This is an optimization exercise on Yosys and OpenROAD, whose aim is small area, a short achievable clock period and few clock cycles per item, not a production implementation. At most, simulation tests tie the RTL to the original design; equivalence was not proved. Power and IR drop assume default switching activity.

## branch zinc
## ooo_core
module ooo_core (
    input  logic       clk,
    input  logic       rst,
    input  logic       in_valid,
    input  logic [2:0] in_op,
    input  logic [2:0] in_dst,
    input  logic [2:0] in_src_a,
    input  logic [2:0] in_src_b,
    input  logic [7:0] in_imm,
    output logic       retire_valid,
    output logic [2:0] retire_dst,
    output logic [7:0] retire_value
);
==> module ooo_core, before the edit <==
module ooo_core (
    input  logic       clk,
    input  logic       rst,
    input  logic       in_valid,
    input  logic [2:0] in_op,
    input  logic [2:0] in_dst,
    input  logic [2:0] in_src_a,
    input  logic [2:0] in_src_b,
    input  logic [7:0] in_imm,
    output logic       retire_valid,
    output logic [2:0] retire_dst,
    output logic [7:0] retire_value
);
    logic       x_valid;
    logic       x_ldi;
    logic [2:0] x_dst;
    logic [1:0] x_op;
    logic [7:0] x_sel_a;
    logic [7:0] x_sel_b;
    logic       rst_q;
    logic [7:0] regfile [8];
    logic       ldi;
    logic [7:0] dec_a;
    logic [7:0] dec_b;
    logic [7:0] a;
    logic [7:0] b;
    logic [7:0] sum;
    logic [7:0] result;
    logic [7:0] wen;
    assign ldi = in_op[2];
    for (genvar r = 0; r < 8; r++) begin : g_dec
        assign dec_a[r] = in_src_a == 3'(r);
        assign dec_b[r] = in_src_b == 3'(r);
    end
    always_ff @(posedge clk) begin
        rst_q <= rst;
        x_valid <= in_valid && !rst;
        x_ldi <= ldi && !rst;
        x_dst <= in_dst;
        x_op <= in_op[1:0];
        x_sel_a <= rst ? 8'd0 : ldi ? in_imm : dec_a;
        x_sel_b <= rst ? 8'd0 : dec_b;
    end
    always_comb begin
        a = '0;
        b = '0;
        for (int r = 0; r < 8; r++) begin
            a = a | (regfile[r] & {8{x_sel_a[r]}});
            b = b | (regfile[r] & {8{x_sel_b[r]}});
        end
    end
    logic [7:0] bx;
    logic [7:0] gen;
    logic [7:0] pg_p [4];
    logic [7:0] pg_g [4];
    logic       sub;
    assign sub = x_op[0] && !x_op[1];
    assign bx = b ^ {8{sub}};
    assign gen = a & bx;
    always_comb begin
        pg_p[0] = a ^ bx;
        pg_g[0] = gen;
        pg_g[0][0] = gen[0] | (pg_p[0][0] & sub);
        for (int l = 0; l < 3; l++) begin
            for (int i = 0; i < 8; i++) begin
                if (i >= (1 << l)) begin
                    pg_g[l+1][i] = pg_g[l][i] | (pg_p[l][i] & pg_g[l][i-(1<<l)]);
                    pg_p[l+1][i] = pg_p[l][i] & pg_p[l][i-(1<<l)];
                end else begin
                    pg_g[l+1][i] = pg_g[l][i];
                    pg_p[l+1][i] = pg_p[l][i];
                end
            end
        end
        sum[0] = pg_p[0][0] ^ sub;
        for (int i = 1; i < 8; i++) begin
            sum[i] = pg_p[0][i] ^ pg_g[3][i-1];
        end
    end
    always_comb begin
        if (x_ldi) begin
            result = x_sel_a;
        end else begin
            case (x_op)
                2'd2:    result = gen;
                2'd3:    result = pg_p[0];
                default: result = sum;
            endcase
        end
    end
    for (genvar r = 0; r < 8; r++) begin : g_wen
        assign wen[r] = rst_q || (x_valid && x_dst == 3'(r));
    end
    always_ff @(posedge clk) begin
        for (int r = 0; r < 8; r++) begin
            if (wen[r]) begin
                regfile[r] <= result;
            end
        end
    end
    always_ff @(posedge clk) begin
        retire_valid <= x_valid && !rst;
        retire_dst <= x_dst;
        retire_value <= result;
    end
endmodule
Settings: LEC_CHECK=0, ABC_AREA=1, CAP_MARGIN=20, CORE_MARGIN=2, CORE_UTILIZATION=55, PLACE_DENSITY=0.75, SETUP_SLACK_MARGIN=5, SLEW_MARGIN=20, TNS_END_PERCENT=10; clock period 8.0 ns.
standard.sh (not shown) runs the stock make flow with config.mk's settings and CLKGATE_MAP_FILE= SYNTH_SCRIPT=/design/flow/synth_recipe.tcl, a recipe that flattens the netlist after the stock synthesis.
==> flow/flow/run.sh <==
#!/bin/bash
# The standard layout, with three changes:
#  - synthesis maps logic with an area-oriented ABC script (flow/area.abc) and
#    without ORFS's half/full-adder cell mapping; registers are mapped exactly
#    as in the standard synthesis, which runs the same script otherwise;
#  - timing repair aims below the limit the standard settings allow;
#  - ports are buffered with buf_2 cells instead of the cell buffer_ports picks.
# Each step's full log is in orfs/logs; make's own output is in standard_flow.log.
set -euo pipefail
here=$(pwd)
export MY_ABC_SCRIPT=$here/flow/area.abc
bash standard.sh SYNTH_SCRIPT=$here/flow/synth.tcl ADDER_MAP_FILE= SETUP_SLACK_MARGIN=${MARGIN:-6.0} "BUFFER_PORTS_ARGS=-buffer_cell sky130_fd_sc_hd__buf_2" finish > standard_flow.log 2>&1
==> flow/flow/area.abc <==
strash
ifraig
scorr
dc2
strash
&get -n
&dch -f
&nf
&put
topo
stime -c
==> flow/flow/synth.tcl <==
proc synth {args} { yosys synth -nofsm -noshare {*}$args }
# Map logic with the area-oriented ABC script given in MY_ABC_SCRIPT instead of ORFS's
proc abc {args} {
  set i [lsearch -exact $args -script]
  if {$i >= 0} { set args [lreplace $args $i [expr {$i + 1}] -script $::env(MY_ABC_SCRIPT)] }
  yosys abc {*}$args
}
source $::env(SCRIPTS_DIR)/synth.tcl
# left out here: clear keep_hierarchy, flatten, clean up, hide names made inside functions, write 1_2_yosys.v
Testbench counts of branch zinc, summed over its fixed seeds: cycles 4,816, items 4,800.
#### Input delta (branch garnet over branch zinc)
-- flow/design.v --
<<< branch zinc, line 30
    logic [7:0] a;
    logic [7:0] b;
    logic [7:0] sum;
    logic [7:0] result;
    logic [7:0] wen;
>>> branch garnet, line 30
    logic [7:0] a;
    logic [7:0] b;
    logic [7:0] result;
    logic [7:0] wen;
<<< branch zinc, line 55
        end
    end
    logic [7:0] bx;
    logic [7:0] gen;
    logic [7:0] pg_p [4];
    logic [7:0] pg_g [4];
    logic       sub;
    assign sub = x_op[0] && !x_op[1];
    assign bx = b ^ {8{sub}};
    assign gen = a & bx;
    always_comb begin
        pg_p[0] = a ^ bx;
        pg_g[0] = gen;
        pg_g[0][0] = gen[0] | (pg_p[0][0] & sub);
        for (int l = 0; l < 3; l++) begin
            for (int i = 0; i < 8; i++) begin
                if (i >= (1 << l)) begin
                    pg_g[l+1][i] = pg_g[l][i] | (pg_p[l][i] & pg_g[l][i-(1<<l)]);
                    pg_p[l+1][i] = pg_p[l][i] & pg_p[l][i-(1<<l)];
                end else begin
                    pg_g[l+1][i] = pg_g[l][i];
                    pg_p[l+1][i] = pg_p[l][i];
                end
            end
        end
        sum[0] = pg_p[0][0] ^ sub;
        for (int i = 1; i < 8; i++) begin
            sum[i] = pg_p[0][i] ^ pg_g[3][i-1];
        end
    end
    always_comb begin
        if (x_ldi) begin
>>> branch garnet, line 54
        end
    end
    function automatic logic [7:0] prefix_add(input logic [7:0] x, input logic [7:0] y,
                                              input logic cin);
        logic [3:0][7:0] p;
        logic [3:0][7:0] g;
        logic [7:0] s;
        p[0] = x ^ y;
        g[0] = x & y;
        g[0][0] = g[0][0] | (p[0][0] & cin);
        for (int l = 0; l < 3; l++) begin
            for (int i = 0; i < 8; i++) begin
                if (i >= (1 << l)) begin
                    g[l+1][i] = g[l][i] | (p[l][i] & g[l][i-(1<<l)]);
                    p[l+1][i] = p[l][i] & p[l][i-(1<<l)];
                end else begin
                    g[l+1][i] = g[l][i];
                    p[l+1][i] = p[l][i];
                end
            end
        end
        s[0] = p[0][0] ^ cin;
        for (int i = 1; i < 8; i++) begin
            s[i] = p[0][i] ^ g[3][i-1];
        end
        prefix_add = s;
    endfunction
    logic [7:0] sum_add;
    logic [7:0] sum_sub;
    assign sum_add = prefix_add(a, b, 1'b0);
    assign sum_sub = prefix_add(a, ~b, 1'b1);
    always_comb begin
        if (x_ldi) begin
<<< branch zinc, line 88
        end else begin
            case (x_op)
                2'd2:    result = gen;
                2'd3:    result = pg_p[0];
                default: result = sum;
            endcase
        end
>>> branch garnet, line 88
        end else begin
            case (x_op)
                2'd0:    result = sum_add;
                2'd1:    result = sum_sub;
                2'd2:    result = a & b;
                default: result = a ^ b;
            endcase
        end
Notes after the runs:
branch zinc has lower number of combinational gates with multiple inputs than branch garnet.
Every run in the comparison, branch zinc and branch garnet, completed the flow with a clean layout.
Compared with branch zinc, in branch garnet slew of the pin with the lowest slew margin moved up, final design utilization rose 2.3 points, clock power lower.
branch garnet: cell depth of the worst flop-to-flop path 4 above branch zinc
Per the comparison of branch garnet with branch zinc, met3 wire length now larger, critical path depth now larger.
For the portion of total power attributed to combinational logic, branch garnet came in 3.8 points higher than branch zinc did.
Measured against each other, branch zinc and branch garnet differ in cell count, the higher figure coming from branch garnet.
No functional check of the RTL was part of branch garnet.

The RTL this note starts from:
==> flow/design.v <==
package ooo_pkg;
    localparam int DATA_W    = 8;
    localparam int REG_COUNT = 8;
endpackage
`timescale 1ns/1ps
module ooo_core (
    input  logic       clk,
    input  logic       rst,
    input  logic       in_valid,
    input  logic [2:0] in_op,
    input  logic [2:0] in_dst,
    input  logic [2:0] in_src_a,
    input  logic [2:0] in_src_b,
    input  logic [7:0] in_imm,
    output logic       retire_valid,
    output logic [2:0] retire_dst,
    output logic [7:0] retire_value
);
    logic       s1_valid;
    logic       s1_ldi;
    logic [2:0] s1_dst;
    logic [7:0] s1_pl;
    logic [7:0] regfile [8];
    logic [1:0] op;
    logic [7:0] a;
    logic [7:0] b;
    logic [7:0] sum;
    logic [7:0] result;
    logic [7:0] wdata;
    logic [7:0] wen;
    logic       rst_q;
    always_ff @(posedge clk) begin
        rst_q <= rst;
        s1_valid <= in_valid && !rst;
        s1_ldi <= in_op[2];
        s1_dst <= in_dst;
        s1_pl <= in_op[2] ? in_imm : {in_op[1:0], in_src_a, in_src_b};
    end
    assign op = s1_pl[7:6];
    assign a = regfile[s1_pl[5:3]];
    assign b = regfile[s1_pl[2:0]];
    assign sum = a + (b ^ {8{op[0]}}) + {7'd0, op[0]};
    always_comb begin
        if (s1_ldi) begin
            result = s1_pl;
        end else begin
            case (op)
                2'd2:    result = a & b;
                2'd3:    result = a ^ b;
                default: result = sum;
            endcase
        end
    end
    assign wdata = rst_q ? 8'd0 : result;
    for (genvar r = 0; r < 8; r++) begin : g_wen
        assign wen[r] = rst_q || (s1_valid && s1_dst == 3'(r));
    end
    always_ff @(posedge clk) begin
        for (int r = 0; r < 8; r++) begin
            if (wen[r]) begin
                regfile[r] <= wdata;
            end
        end
    end
    always_ff @(posedge clk) begin
        retire_valid <= s1_valid && !rst;
        retire_dst <= s1_dst;
        retire_value <= result;
    end
endmodule
make LEC_CHECK=0 CAP_MARGIN=20 CORE_MARGIN=2 CORE_UTILIZATION=40 PLACE_DENSITY=0.6 SETUP_SLACK_MARGIN=5 SLEW_MARGIN=20 TNS_END_PERCENT=10 finish   # period 8.0 ns
run.sh (not shown) runs the stock make flow with config.mk's settings and CLKGATE_MAP_FILE= SYNTH_SCRIPT=/design/flow/synth_recipe.tcl, a recipe that flattens the netlist after the stock synthesis.
Stock flow here: none of the scripts above is used.
Then changed:
==> flow/design.v (replaced) <==
package ooo_pkg;
    localparam int DATA_W    = 8;
    localparam int REG_COUNT = 8;
endpackage
`timescale 1ns/1ps
module ooo_core (
    input  logic       clk,
    input  logic       rst,
    input  logic       in_valid,
    input  logic [2:0] in_op,
    input  logic [2:0] in_dst,
    input  logic [2:0] in_src_a,
    input  logic [2:0] in_src_b,
    input  logic [7:0] in_imm,
    output logic       retire_valid,
    output logic [2:0] retire_dst,
    output logic [7:0] retire_value
);
    logic       x_valid;
    logic [2:0] x_dst;
    logic [1:0] x_op;
    logic [7:0] x_a;
    logic [7:0] x_b;
    logic       x_fwd_a;
    logic       x_fwd_b;
    logic [7:0] regfile [8];
    logic       ldi;
    logic [7:0] a;
    logic [7:0] b;
    logic [7:0] sum;
    logic [7:0] result;
    logic [7:0] wdata;
    logic [7:0] wen;
    assign ldi = in_op[2];
    always_ff @(posedge clk) begin
        x_valid <= in_valid && !rst;
        x_dst <= in_dst;
        x_op <= ldi ? 2'd0 : in_op[1:0];
        x_a <= ldi ? in_imm : regfile[in_src_a];
        x_b <= ldi ? 8'd0 : regfile[in_src_b];
        x_fwd_a <= !ldi && x_valid && in_src_a == x_dst;
        x_fwd_b <= !ldi && x_valid && in_src_b == x_dst;
    end
    assign a = x_fwd_a ? retire_value : x_a;
    assign b = x_fwd_b ? retire_value : x_b;
    assign sum = a + (b ^ {8{x_op[0]}}) + {7'd0, x_op[0]};
    always_comb begin
        case (x_op)
            2'd2:    result = a & b;
            2'd3:    result = a ^ b;
            default: result = sum;
        endcase
    end
    assign wdata = rst ? 8'd0 : result;
    for (genvar r = 0; r < 8; r++) begin : g_wen
        assign wen[r] = rst || (x_valid && x_dst == 3'(r));
    end
    always_ff @(posedge clk) begin
        for (int r = 0; r < 8; r++) begin
            if (wen[r]) begin
                regfile[r] <= wdata;
            end
        end
    end
    always_ff @(posedge clk) begin
        retire_valid <= x_valid && !rst;
        retire_dst <= x_dst;
        retire_value <= result;
    end
endmodule
After rerunning: Sequential power came out higher by 12%. Final cell count came out higher by about 6%. Worst hold slack improved by 59 ps. Count of clock-buffer cells in the layout stays the same. Combinational power came out lower by 37%. Wire length came out higher by about 4%. Setup slack improved by 370 ps. Non-clock buffer count came out lower by 25. Clock skew stays flat. Cell area came out higher by 2.4%. Sequential cell count came out higher by 10.
Function was not checked in any run of this note: the RTL went through the layout flow alone.

== the previous run ==
Another version of the RTL of ooo_core (not shown whole).
For scale: about 330 cells after synthesis, about 100 flip-flops, roughly 35 I/O pins.
==> flow/design.v (excerpt) <==
module ooo_core (
    input  logic       clk,
    input  logic       rst,
    input  logic       in_valid,
    input  logic [2:0] in_op,
    input  logic [2:0] in_dst,
    input  logic [2:0] in_src_a,
    input  logic [2:0] in_src_b,
    input  logic [7:0] in_imm,
    output logic       retire_valid,
    output logic [2:0] retire_dst,
    output logic [7:0] retire_value
);
==> module ooo_core, before the edit <==
module ooo_core (
    input  logic       clk,
    input  logic       rst,
    input  logic       in_valid,
    input  logic [2:0] in_op,
    input  logic [2:0] in_dst,
    input  logic [2:0] in_src_a,
    input  logic [2:0] in_src_b,
    input  logic [7:0] in_imm,
    output logic       retire_valid,
    output logic [2:0] retire_dst,
    output logic [7:0] retire_value
);
    logic       x_valid;
    logic [2:0] x_dst;
    logic [1:0] x_op;
    logic [7:0] x_a;
    logic [7:0] x_b;
    logic       x_fwd_a;
    logic       x_fwd_b;
    logic [7:0] regfile [8];
    logic       ldi;
    logic [7:0] a;
    logic [7:0] sum;
    logic [7:0] result;
    logic [7:0] wdata;
    logic [7:0] wen;
    logic       rst_q;
    logic [7:0] sel_a;
    logic [7:0] sel_b;
    logic [7:0] rd_a;
    logic [7:0] rd_b;
    logic       sub_in;
    assign ldi = in_op[2];
    assign sub_in = !ldi && in_op[0];
    always_comb begin
        rd_a = '0;
        rd_b = '0;
        for (int r = 0; r < 8; r++) begin
            sel_a[r] = !rst && !rst_q && in_src_a == 3'(r);
            sel_b[r] = !rst && !rst_q && !ldi && in_src_b == 3'(r);
            rd_a = rd_a | (regfile[r] & {8{sel_a[r]}});
            rd_b = rd_b | (regfile[r] & {8{sel_b[r]}});
        end
    end
    always_ff @(posedge clk) begin
        rst_q <= rst;
        x_valid <= in_valid && !rst;
        x_dst <= in_dst;
        x_op <= ldi ? 2'd0 : in_op[1:0];
        x_a <= (ldi && !rst) ? in_imm : rd_a;
        x_b <= rd_b ^ {8{sub_in}};
        x_fwd_a <= !rst && !ldi && x_valid && in_src_a == x_dst;
        x_fwd_b <= !rst && !ldi && x_valid && in_src_b == x_dst;
    end
    logic [7:0] bx;
    logic [7:0] pg_p [4];
    logic [7:0] pg_g [4];
    logic       sub;
    logic [7:0] gen;
    assign sub = x_op[0];
    assign a = x_fwd_a ? retire_value : x_a;
    assign bx = x_fwd_b ? retire_value ^ {8{sub}} : x_b;
    assign gen = a & bx;
    always_comb begin
        pg_p[0] = a ^ bx;
        pg_g[0] = gen;
        pg_g[0][0] = gen[0] | (pg_p[0][0] & sub);
        for (int l = 0; l < 3; l++) begin
            for (int i = 0; i < 8; i++) begin
                if (i >= (1 << l)) begin
                    pg_g[l+1][i] = pg_g[l][i] | (pg_p[l][i] & pg_g[l][i-(1<<l)]);
                    pg_p[l+1][i] = pg_p[l][i] & pg_p[l][i-(1<<l)];
                end else begin
                    pg_g[l+1][i] = pg_g[l][i];
                    pg_p[l+1][i] = pg_p[l][i];
                end
            end
        end
        sum[0] = pg_p[0][0] ^ sub;
        for (int i = 1; i < 8; i++) begin
            sum[i] = pg_p[0][i] ^ pg_g[3][i-1];
        end
    end
    always_comb begin
        case (x_op)
            2'd2:    result = gen;
            2'd3:    result = ~pg_p[0];
            default: result = sum;
        endcase
    end
    assign wdata = result;
    for (genvar r = 0; r < 8; r++) begin : g_wen
        assign wen[r] = rst_q || (x_valid && x_dst == 3'(r));
    end
    always_ff @(posedge clk) begin
        for (int r = 0; r < 8; r++) begin
            if (wen[r]) begin
                regfile[r] <= wdata;
            end
        end
    end
    always_ff @(posedge clk) begin
        retire_valid <= x_valid && !rst;
        retire_dst <= x_dst;
        retire_value <= result;
    end
endmodule
Settings: LEC_CHECK=0, ABC_AREA=1, CAP_MARGIN=20, CORE_MARGIN=2, CORE_UTILIZATION=40, PLACE_DENSITY=0.6, SETUP_SLACK_MARGIN=5, SLEW_MARGIN=20, TNS_END_PERCENT=100; clock period 8.0 ns.
standard.sh (not shown) runs the stock make flow with config.mk's settings and CLKGATE_MAP_FILE= SYNTH_SCRIPT=/design/flow/synth_recipe.tcl, a recipe that flattens the netlist after the stock synthesis.
==> flow/flow/run.sh <==
#!/bin/bash
# The standard layout, with three changes:
#  - synthesis maps logic with an area-oriented ABC script (flow/area.abc) and
#    without ORFS's half/full-adder cell mapping; registers are mapped exactly
#    as in the standard synthesis, which runs the same script otherwise;
#  - timing repair aims below the limit the standard settings allow;
#  - ports are buffered with buf_2 cells instead of the cell buffer_ports picks.
# Each step's full log is in orfs/logs; make's own output is in standard_flow.log.
set -euo pipefail
here=$(pwd)
export MY_ABC_SCRIPT=$here/flow/area.abc
bash standard.sh SYNTH_SCRIPT=$here/flow/synth.tcl ADDER_MAP_FILE= SETUP_SLACK_MARGIN=${MARGIN:-5.4} "BUFFER_PORTS_ARGS=-buffer_cell sky130_fd_sc_hd__buf_2" finish > standard_flow.log 2>&1
Scripts as last shown in full above: flow/flow/area.abc, flow/flow/synth.tcl
The previous run completed end to end with timing, DRC and antenna clean.
For the current run, these inputs were changed with respect to the previous run:
--- a/flow/design.v
+++ b/flow/design.v
@@ -27,4 +27,5 @@
     logic       ldi;
     logic [7:0] a;
+    logic [7:0] b;
     logic [7:0] sum;
     logic [7:0] result;
@@ -36,13 +37,11 @@
     logic [7:0] rd_a;
     logic [7:0] rd_b;
-    logic       sub_in;
     assign ldi = in_op[2];
-    assign sub_in = !ldi && in_op[0];
     always_comb begin
         rd_a = '0;
         rd_b = '0;
         for (int r = 0; r < 8; r++) begin
-            sel_a[r] = !rst && !rst_q && in_src_a == 3'(r);
-            sel_b[r] = !rst && !rst_q && !ldi && in_src_b == 3'(r);
+            sel_a[r] = !rst_q && in_src_a == 3'(r);
+            sel_b[r] = !rst_q && !ldi && in_src_b == 3'(r);
             rd_a = rd_a | (regfile[r] & {8{sel_a[r]}});
             rd_b = rd_b | (regfile[r] & {8{sel_b[r]}});
@@ -54,9 +53,11 @@
         x_dst <= in_dst;
         x_op <= ldi ? 2'd0 : in_op[1:0];
-        x_a <= (ldi && !rst) ? in_imm : rd_a;
-        x_b <= rd_b ^ {8{sub_in}};
-        x_fwd_a <= !rst && !ldi && x_valid && in_src_a == x_dst;
-        x_fwd_b <= !rst && !ldi && x_valid && in_src_b == x_dst;
+        x_a <= ldi ? in_imm : rd_a;
+        x_b <= rd_b;
+        x_fwd_a <= !ldi && x_valid && in_src_a == x_dst;
+        x_fwd_b <= !ldi && x_valid && in_src_b == x_dst;
     end
+    assign a = x_fwd_a ? retire_value : x_a;
+    assign b = x_fwd_b ? retire_value : x_b;
     logic [7:0] bx;
     logic [7:0] pg_p [4];
@@ -64,7 +65,6 @@
     logic       sub;
     logic [7:0] gen;
-    assign sub = x_op[0];
-    assign a = x_fwd_a ? retire_value : x_a;
-    assign bx = x_fwd_b ? retire_value ^ {8{sub}} : x_b;
+    assign sub = x_op[0] && !x_op[1];
+    assign bx = b ^ {8{sub}};
     assign gen = a & bx;
     always_comb begin
@@ -91,9 +91,9 @@
         case (x_op)
             2'd2:    result = gen;
-            2'd3:    result = ~pg_p[0];
+            2'd3:    result = pg_p[0];
             default: result = sum;
         endcase
     end
-    assign wdata = result;
+    assign wdata = rst_q ? 8'd0 : result;
     for (genvar r = 0; r < 8; r++) begin : g_wen
         assign wen[r] = rst_q || (x_valid && x_dst == 3'(r));
Notes after the runs:
Every stage of the flow completed for the current run, and the final layout passed the timing, design-rule and antenna checks. Per the comparison of the current run with the previous run, adder and majority cell fraction of the synthesized area saw an increase; area after detailed placement saw little to no change; multi-input logic portion of the cell area saw a decrease; post-synth design cell area saw a decrease; area added between synthesis and finish saw a decrease. Between the current run and the previous run, it is the current run whose final instance count without filler cells is lower, by 2.2%. Taking the previous run as the reference, in the current run wire length now sits lower; instance count after placement with tap cells included now sits lower. Comparing the current run against the previous run, there is no change at all in cell depth of the worst setup path. The minimum clock period after layout in the current run sits 0.021 ns below the value recorded for the previous run. The current run vs the previous run — post-CTS resize count dropped by more than a quarter. Fill cell total of the finished layout, the current run vs the previous run: up by a few percent.
Testbench counts of the current run, summed over its fixed seeds: cycles 4,816, items 4,800.
For the previous run, only the layout was checked, not whether the RTL still works.

==> static timing again, ports no longer ideal <==
The flow's constraints put no driver on any port. The routed layouts listed below were extracted and timed again, unchanged, in two steps.
Step 1 sets driving cells, clkbuf_16 on the clock port and buf_2 on the other inputs (assumed; they add their load-dependent delay and slew).
Step 2 adds t to the input delays and takes it off the output delays; t is the mean of the earliest and latest rising clock arrival at the registers after step 1. Input paths then give back, and output paths get back, about the clock's delay inside the block.
Three values: no drivers, after step 1, after step 2; two values: the first two.
run	t (ns)	slack for setup (ns)	hold WS [ns]	latest minus earliest clock arrival (ns)
branch zinc	0.393	5.071 / 5.071 / 5.071	0.427 / 0.427 / 0.427	0.011 / 0.011
branch garnet	0.397	5.057 / 5.057 / 5.057	0.431 / 0.431 / 0.431	0.010 / 0.010
the first run of note 2	0.383	4.558 / 4.558 / 4.558	0.423 / 0.423 / 0.423	0.008 / 0.008
the second run of note 2	0.382	4.928 / 4.944 / 4.562	0.482 / 0.482 / 0.482	0.010 / 0.011
the previous run	0.399	5.267 / 5.259 / 4.860	0.482 / 0.482 / 0.482	0.014 / 0.014
the current run	0.381	5.288 / 5.305 / 4.924	0.446 / 0.446 / 0.446	0.021 / 0.021
After both steps setup and hold are still met in every run listed. For the previous run, which loses most, drivers alone change the setup slack by -0.008 ns; drivers and shift together by -0.407 ns.
